Source: an optimization exercise on an open RTL-to-GDS flow (aim: small area, a short achievable clock period and few clock cycles per item). Production flows keep margins and buffers that such runs may drop. Function was checked by simulation only, so behaviour that the tests miss may differ from the original.

## link_force_sequencer
module link_force_sequencer #(
  parameter int SIZE       = mi_pipeline_pkg::SIZE,
  parameter int ADDR_WIDTH = mi_pipeline_pkg::ADDR_WIDTH,
  parameter int LINK_WIDTH = mi_pipeline_pkg::LINK_WIDTH,
  parameter int K_WIDTH    = mi_pipeline_pkg::K_WIDTH,
  parameter int FRAC       = mi_pipeline_pkg::FRAC
) (
  input  logic                      clk,
  input  logic                      rst_n,
  input  logic                      start,
  input  logic [LINK_WIDTH:0]       n_links,
  input  logic                      cfg_we,
  input  logic [LINK_WIDTH-1:0]     cfg_addr,
  input  logic [ADDR_WIDTH-1:0]     cfg_mass_a,
  input  logic [ADDR_WIDTH-1:0]     cfg_mass_b,
  input  logic signed [K_WIDTH-1:0] cfg_k,
  output logic [ADDR_WIDTH-1:0]     r_addr_q1,
  output logic [ADDR_WIDTH-1:0]     r_addr_q2,
  input  logic signed [SIZE-1:0]    q1,
  input  logic signed [SIZE-1:0]    q2,
  output logic                      out_valid,
  input  logic                      out_ready,
  output logic [ADDR_WIDTH-1:0]     out_mass_a,
  output logic [ADDR_WIDTH-1:0]     out_mass_b,
  output logic signed [SIZE-1:0]    out_force,
  output logic                      busy,
  output logic                      done
);
export LEC_CHECK = 0
export CAP_MARGIN = 20
export CORE_MARGIN = 2
export CORE_UTILIZATION = 72
export CTS_BUF_LIST = sky130_fd_sc_hd__clkbuf_16
export CTS_CLUSTER_DIAMETER = 80
export CTS_CLUSTER_SIZE = 30
export SETUP_SLACK_MARGIN = 4.3
export SLEW_MARGIN = 20
create_clock -name core_clock -period 8.0 [get_ports {clk}]
standard.sh (not shown) runs the stock make flow with config.mk's settings and CLKGATE_MAP_FILE= SYNTH_SCRIPT=/design/flow/synth_recipe.tcl, a recipe that flattens the netlist after the stock synthesis.
==> flow/flow/run.sh <==
#!/bin/bash
# The standard layout (standard.sh), with the port buffers that
# buffer_ports inserts made sky130_fd_sc_hd__buf_2 cells.
set -euo pipefail
bash standard.sh "BUFFER_PORTS_ARGS=-buffer_cell sky130_fd_sc_hd__buf_2" finish > standard_make.log 2>&1
Testbench counts at the start, summed over its fixed seeds: cycles 6,298, items 5,157.
Change:
CORE_UTILIZATION = 60   (was 72)
Effect: The new run finished with timing, DRC and antenna clean; area after synthesis is unchanged; global-route usage fell by 5.0 points; utilization goes down by 12 points.
Change:
CAP_MARGIN = 5   (was 20)
SLEW_MARGIN = 5   (was 20)
- synthesized cell count is unchanged
- synthesized area is unchanged
- utilization is unchanged
- global-route usage does not change
- non-clock buffer count stays the same
Change:
CAP_MARGIN = 20   (was 5)
CORE_UTILIZATION = 72   (was 60)
PLACE_DENSITY = 0.85   (was unset)
SLEW_MARGIN = 20   (was 5)
What happened: Global-route usage rose by 5.8 points; count of clock-buffer cells in the layout came out lower by 1; die area falls by 16%; clock skew grows by 0.027 ns; worst setup slack is better by 0.0072 ns; hold slack stays flat; critical path depth goes up by 5; area after synthesis does not change.
Change:
==> flow/flow/run.sh (replaced) <==
#!/bin/bash
# The standard layout (standard.sh), with the port buffers that
# buffer_ports inserts made sky130_fd_sc_hd__buf_1 cells.
set -euo pipefail
bash standard.sh "BUFFER_PORTS_ARGS=-buffer_cell sky130_fd_sc_hd__buf_1" finish > standard_make.log 2>&1
CORE_UTILIZATION = 60   (was 72)
PLACE_DENSITY = unset   (was 0.85)
Final area barely changes.
Count of clock-buffer cells in the layout goes up by 1.
Wire length goes up by 1.2%.
Synthesized cell count does not change.
Core utilization goes down by 13 points.
Maximum frequency goes down by 0.41%.
Flip-flop and latch count does not change.
Cell count goes up by 4.4%.

---

Starting RTL as in the previous note.
==> flow/design.v (excerpt) <==
module link_force_sequencer #(
  parameter int SIZE       = mi_pipeline_pkg::SIZE,
  parameter int ADDR_WIDTH = mi_pipeline_pkg::ADDR_WIDTH,
  parameter int LINK_WIDTH = mi_pipeline_pkg::LINK_WIDTH,
  parameter int K_WIDTH    = mi_pipeline_pkg::K_WIDTH,
  parameter int FRAC       = mi_pipeline_pkg::FRAC
) (
  input  logic                      clk,
  input  logic                      rst_n,
  input  logic                      start,
  input  logic [LINK_WIDTH:0]       n_links,
  input  logic                      cfg_we,
  input  logic [LINK_WIDTH-1:0]     cfg_addr,
  input  logic [ADDR_WIDTH-1:0]     cfg_mass_a,
  input  logic [ADDR_WIDTH-1:0]     cfg_mass_b,
  input  logic signed [K_WIDTH-1:0] cfg_k,
  output logic [ADDR_WIDTH-1:0]     r_addr_q1,
  output logic [ADDR_WIDTH-1:0]     r_addr_q2,
  input  logic signed [SIZE-1:0]    q1,
  input  logic signed [SIZE-1:0]    q2,
  output logic                      out_valid,
  input  logic                      out_ready,
  output logic [ADDR_WIDTH-1:0]     out_mass_a,
  ...
clock: 8.0 ns
lec_check: 0
cap_margin: 20
core_margin: 2
core_utilization: 60
cts_buf_list: sky130_fd_sc_hd__clkbuf_16
cts_cluster_diameter: 80
cts_cluster_size: 30
setup_slack_margin: 4.4
slew_margin: 20
==> flow/flow/run.sh <==
#!/bin/bash
# The standard layout (standard.sh), with the port buffers that
# buffer_ports inserts made sky130_fd_sc_hd__buf_2 cells.
set -euo pipefail
bash standard.sh "BUFFER_PORTS_ARGS=-buffer_cell sky130_fd_sc_hd__buf_2" finish > standard_make.log 2>&1
Testbench counts at the start, summed over its fixed seeds: cycles 6,298, items 5,157.
==> next run, changes <==
Settings changed: CORE_UTILIZATION 60 to 80, PLACE_DENSITY set to 0.9, SETUP_SLACK_MARGIN 4.4 to 4.3.
The new run produced a clean layout.
Final cell count is lower by 5.6%.
Worst setup slack gets worse by 0.046 ns.
==> next run, changes <==
Settings changed: CORE_UTILIZATION 80 to 60, CTS_BUF_LIST sky130_fd_sc_hd__clkbuf_16 to sky130_fd_sc_hd__clkbuf_8, CTS_CLUSTER_DIAMETER 80 to unset, CTS_CLUSTER_SIZE 30 to unset, PLACE_DENSITY 0.9 to unset, SETUP_SLACK_MARGIN 4.3 to 4.5.
The changed run ran to the end with no violations.
Cell count rose by 12%.
Non-clock buffer count rose by 106.
First-iteration DRC count fell by 23%.
Sequential share of layout area fell by 3.7 points.
Setup slack improves by 0.056 ns.
Synthesized cell count stays the same.
Final area rose by 9.0%.
Synthesized area is unchanged.
==> next run, changes <==
Settings changed: CORE_UTILIZATION 60 to 72, CTS_BUF_LIST sky130_fd_sc_hd__clkbuf_8 to sky130_fd_sc_hd__clkbuf_16, CTS_CLUSTER_DIAMETER set to 80, CTS_CLUSTER_SIZE set to 30, SETUP_SLACK_MARGIN 4.5 to 4.4.
After rerunning:
- routed wire length fell by 9.8%
- flip-flop and latch count does not change
- final area fell by 6.9%
==> next run, changes <==
Settings changed: ABC_AREA set to 1, CORE_UTILIZATION 72 to 60, CTS_BUF_LIST sky130_fd_sc_hd__clkbuf_16 to sky130_fd_sc_hd__clkbuf_8, CTS_CLUSTER_DIAMETER 80 to unset, CTS_CLUSTER_SIZE 30 to unset, SETUP_SLACK_MARGIN 4.4 to 4.5.
Effect: The changed run passed the timing, design-rule and antenna checks. Cell area climbs by 12%. Final cell count climbs by 36%. Global-route usage drops by 1.3 points. Worst setup slack degrades by 0.12 ns. Via count climbs by 18%. Die area climbs by 25%.

-- afterwards: timing with drivers on the ports --
No port has a modelled driver above. Below, the same layouts with a new extraction and two added sets of constraints. Step 1: set_driving_cell puts a clkbuf_16 on clk and a buf_2 on each other input, an assumption about the parent block. Step 2, shift: input delay + t, output delay - t, t = (earliest + latest rising clock arrival at the registers) / 2. This alone moves slack from input paths to output paths. a / b / c = no drivers / after step 1 / after step 2; a / b = the first two.
run	shift t [ns]	setup WS [ns]	worst hold slack (ns)	worst slew at a driven data input, ns	cell pins on the clock port's net
the first run of note 1	0.697	4.323 / 4.260 / 3.805	0.337 / 0.337 / 0.337	0.08	1
the second run of note 1	0.651	4.323 / 4.263 / 3.855	0.337 / 0.337 / 0.337	0.08	1
the third run of note 1	0.651	4.323 / 4.263 / 3.855	0.337 / 0.337 / 0.337	0.08	1
the fourth run of note 1	0.651	4.330 / 4.278 / 3.829	0.337 / 0.337 / 0.337	0.11	1
the fifth run of note 1	0.639	4.315 / 4.267 / 3.824	0.338 / 0.338 / 0.338	0.08	1
the first run of note 2	0.723	4.366 / 4.303 / 3.953	0.330 / 0.330 / 0.330	0.08	1
the second run of note 2	0.715	4.320 / 4.277 / 3.728	0.338 / 0.338 / 0.338	0.09	1
the third run of note 2	0.770	4.376 / 4.315 / 3.924	0.327 / 0.327 / 0.327	0.08	1
the fourth run of note 2	0.716	4.369 / 4.303 / 3.874	0.338 / 0.338 / 0.338	0.08	1
the fifth run of note 2	0.780	4.253 / 4.189 / 3.959	0.316 / 0.316 / 0.316	0.09	1
After both steps every run listed still meets setup and hold. For the second run of note 2, which loses most, drivers alone change the setup slack by -0.043 ns; drivers and shift together by -0.592 ns.
